This is an optimization exercise on Yosys and OpenROAD, whose aim is small area and a short achievable clock period, not a production implementation. In this exercise RTL edits were held to simulation tests only and were not proved equivalent to the original. Power is estimated from default activity; no workload was simulated.

// divTop
module divTop (
    input  logic        clk,
    input  logic        arstN,
    input  logic        inValid,
    input  logic [15:0] dividend,
    input  logic [15:0] divisor,
    output logic        outValid,
    output logic [15:0] quotient,
    output logic [15:0] remainder,
    output logic        err
);
Size: ~320 flip-flops, roughly 69 I/O pins.
export LEC_CHECK = 0
export ABC_AREA = 1
export CAP_MARGIN = 20
export CORE_MARGIN = 2
export CORE_UTILIZATION = 40
export CTS_BUF_LIST = sky130_fd_sc_hd__clkbuf_16
export CTS_CLUSTER_DIAMETER = 150
export CTS_CLUSTER_SIZE = 25
export SLEW_MARGIN = 20
create_clock -name core_clock -period 11.0 [get_ports {clk}]
standard.sh (not shown) runs the stock make flow with config.mk's settings and CLKGATE_MAP_FILE= SYNTH_SCRIPT=/design/flow/synth_recipe.tcl, a recipe that flattens the netlist after the stock synthesis.
==> flow/flow/run.sh <==
#!/bin/bash
# Standard layout (the standard.sh), with timing repair aiming a few ns below the clock
# period (flow/margin.txt, passed as SETUP_SLACK_MARGIN) and any extra ORFS make variables
# listed one per line in flow/extra.txt. The whole output goes to standard_flow.log here.
set -euo pipefail
cd "$(dirname "$0")/.."
MARGIN=$(cat flow/margin.txt)
ARGS=()
if [[ -f flow/extra.txt ]]; then
  while IFS= read -r line; do
    [[ -n "$line" ]] && ARGS+=("$line")
  done < flow/extra.txt
fi
bash standard.sh "SETUP_SLACK_MARGIN=$MARGIN" "${ARGS[@]}" finish > standard_flow.log 2>&1
==> flow/flow/extra.txt <==
BUFFER_PORTS_ARGS=-buffer_cell sky130_fd_sc_hd__buf_2
==> flow/flow/margin.txt <==
6.5
Then changed:
==> flow/flow/run.sh (replaced) <==
#!/bin/bash
# Standard layout (the standard.sh) with three changes:
#  - timing repair aims flow/margin.txt ns below the clock period (SETUP_SLACK_MARGIN),
#  - yosys maps carry lookahead ($lcu) with flow/lcu.v instead of Kogge-Stone,
#  - any extra ORFS make variables listed one per line in flow/extra.txt.
# The whole output goes to standard_flow.log here; ORFS's own logs are under orfs/logs.
set -euo pipefail
cd "$(dirname "$0")/.."
MARGIN=$(cat flow/margin.txt)
ARGS=()
if [[ -f flow/lcu.v ]]; then
  ARGS+=("SYNTH_OPERATIONS_ARGS=-extra-map $PWD/flow/lcu.v")
fi
if [[ -f flow/extra.txt ]]; then
  while IFS= read -r line; do
    [[ -n "$line" ]] && ARGS+=("$line")
  done < flow/extra.txt
fi
bash standard.sh "SETUP_SLACK_MARGIN=$MARGIN" "${ARGS[@]}" finish > standard_flow.log 2>&1
==> flow/flow/lcu.v (new file) <==
// Carry lookahead for yosys's $lcu: Sklansky for every carry.
(* techmap_celltype = "$lcu" *)
module _80_lcu_sklansky (P, G, CI, CO);
	parameter WIDTH = 2;

	(* force_downto *)
	input [WIDTH-1:0] P, G;
	input CI;

	(* force_downto *)
	output reg [WIDTH-1:0] CO;

	integer i, j, k;
	(* force_downto *)
	reg [WIDTH-1:0] p, g, ps, gs;

	wire [1023:0] _TECHMAP_DO_ = "proc; opt -fast";

	always @* begin
		p = P;
		g = G;
		g[0] = g[0] | (p[0] & CI);
		ps = p;
		gs = g;

		// Sklansky: at level i every position with bit i set takes in the group
		// that ends just below its aligned block of 2**i
		for (i = 0; i < $clog2(WIDTH); i = i + 1) begin
			for (j = 0; j < WIDTH; j = j + 1) begin
				if ((j >> i) & 1) begin
					k = ((j >> (i + 1)) << (i + 1)) + (1 << i) - 1;
					gs[j] = gs[j] | ps[j] & gs[k];
					ps[j] = ps[j] & ps[k];
				end
			end
		end

		CO = gs;
	end
endmodule
==> flow/flow/margin.txt (replaced) <==
7.5
What happened: Setup slack barely changes. Final area barely changes. Cell count falls by 12%. Area after synthesis falls by 7.6%. Die area falls by about 7.5%. Non-clock buffer count rises by 61. Clock power is about the same. Total power falls by about 4.7%. First-iteration DRC count falls by 27%. Wire length falls by 18%. Maximum frequency barely changes.
Then changed:
==> flow/flow/run.sh (replaced) <==
#!/bin/bash
# Standard layout (the standard.sh), with timing repair aiming a few ns below the clock
# period (flow/margin.txt, passed as SETUP_SLACK_MARGIN) and any extra ORFS make variables
# listed one per line in flow/extra.txt. The whole output goes to standard_flow.log here.
set -euo pipefail
cd "$(dirname "$0")/.."
MARGIN=$(cat flow/margin.txt)
ARGS=()
if [[ -f flow/extra.txt ]]; then
  while IFS= read -r line; do
    [[ -n "$line" ]] && ARGS+=("$line")
  done < flow/extra.txt
fi
bash standard.sh "SETUP_SLACK_MARGIN=$MARGIN" "${ARGS[@]}" finish > standard_flow.log 2>&1
Settings changed: CORE_UTILIZATION 40 to 60.
removed: flow/flow/lcu.v
The new run went through all stages and came out clean. Wire length rises by 24%. Area after synthesis grows by about 8%. Non-clock buffer count drops by 51. Power came out higher by 7.3%. Clock skew stays flat. Worst setup slack improved by 270 ps.


divTop, a different RTL version from the one above (not shown whole).
For scale: roughly 320 flip-flops, roughly 69 I/O pins, roughly 14000 µm² of cells after synthesis.
clock: 11.0 ns
lec_check: 0
cap_margin: 20
core_margin: 2
core_utilization: 40
cts_buf_list: sky130_fd_sc_hd__clkbuf_16
cts_cluster_diameter: 150
cts_cluster_size: 25
slew_margin: 20
==> flow/flow/run.sh <==
#!/bin/bash
# Standard layout (the standard.sh), with timing repair aiming a few ns below the clock
# period (flow/margin.txt, passed as SETUP_SLACK_MARGIN) and any extra ORFS make variables
# listed one per line in flow/extra.txt. The whole output goes to standard_flow.log here.
set -euo pipefail
cd "$(dirname "$0")/.."
MARGIN=$(cat flow/margin.txt)
ARGS=()
if [[ -f flow/extra.txt ]]; then
  while IFS= read -r line; do
    [[ -n "$line" ]] && ARGS+=("$line")
  done < flow/extra.txt
fi
bash standard.sh "SETUP_SLACK_MARGIN=$MARGIN" "${ARGS[@]}" finish > standard_flow.log 2>&1
==> flow/flow/margin.txt <==
6
Scripts as last shown in full above: flow/flow/extra.txt
Edit:
==> flow/flow/margin.txt (replaced) <==
6.5
=> The new run completed without violations; sequential share of layout area went down by 0.40 points; routed wire length went up by 2.8%; clock power went up by about 0.8%; core utilization went up by 0.44 points; fmax went up by 7.2%; hold slack gains 0.0058 ns; power went up by 0.95%; global-route usage went up by 0.22 points; die area does not change; combinational power is about the same; cell count stays flat.
Edit:
==> flow/flow/margin.txt (replaced) <==
6
--- a/flow/config.mk
+++ b/flow/config.mk
@@ -7,0 +8 @@
+export ABC_AREA = 1
Cell area went up by a few percent.
Wire length rose by well over a third.
Global-route usage rises by 3.8 points.
Non-clock buffer count decreases by 17.
Register-to-register slack improved by 0.27 ns.
Die area goes up by a little under a tenth.
Worst setup slack is better by 0.27 ns.
Hold slack loses 0.0054 ns.
Sequential share of layout area decreases by 2.7 points.
Sequential power stays flat.
Combinational power climbs by a few percent.
Edit:
==> flow/flow/margin.txt (replaced) <==
6.75
--- a/flow/config.mk
+++ b/flow/config.mk
@@ -8 +7,0 @@
-export ABC_AREA = 1
What happened: Hold slack is better by 0.0087 ns; die area shrinks by a little under a tenth; design area fell by a few percent; total power hardly moves; final cell count went down by a quarter to a third; via count came out lower by about a fifth.
Edit:
==> flow/flow/margin.txt (replaced) <==
6.5
--- a/flow/config.mk
+++ b/flow/config.mk
@@ -7,0 +8 @@
+export ABC_AREA = 1
What happened: Total power is about the same. Combinational power is about the same. Non-clock buffer count goes down by 41. Die area came out higher by 8.6%.

[re-timing with driven ports]
No port has a modelled driver above. Below, the same layouts with a new extraction and two added sets of constraints. Step 1 (the two cells are an assumption about what drives the block):
set clk [get_ports {clk}]
set_driving_cell -lib_cell sky130_fd_sc_hd__clkbuf_16 $clk
set_driving_cell -lib_cell sky130_fd_sc_hd__buf_2 [delete_from_list [all_inputs] $clk]
Step 2 also shifts input and output timing later by t, the mid clock arrival at the registers, as if the neighbouring blocks saw the same clock. a / b / c = ideal / step 1 / step 2; a / b = the first two.
run	t (ns)	setup slack, ns	hold WS [ns]	worst register clock-pin slew, ns
the first run of note 1	0.544	7.371 / 7.371 / 7.323	0.326 / 0.326 / 0.326	0.11 / 0.11
the second run of note 1	0.546	7.370 / 7.370 / 7.254	0.328 / 0.328 / 0.328	0.10 / 0.10
the third run of note 1	0.541	7.641 / 7.641 / 7.387	0.328 / 0.328 / 0.328	0.10 / 0.10
the first run of note 2	0.547	6.346 / 6.346 / 6.346	0.321 / 0.321 / 0.321	0.10 / 0.10
the second run of note 2	0.548	6.657 / 6.657 / 6.657	0.327 / 0.327 / 0.327	0.10 / 0.10
the third run of note 2	0.560	6.927 / 6.927 / 6.927	0.321 / 0.321 / 0.321	0.11 / 0.11
the fourth run of note 2	0.546	6.764 / 6.764 / 6.764	0.330 / 0.330 / 0.330	0.10 / 0.10
the fifth run of note 2	0.560	6.927 / 6.927 / 6.927	0.321 / 0.321 / 0.321	0.11 / 0.11
After both steps every run listed still meets setup and hold. The setup slack of the third run of note 1, which loses most, moves by 0.000 ns with the drivers and by -0.254 ns with both steps.
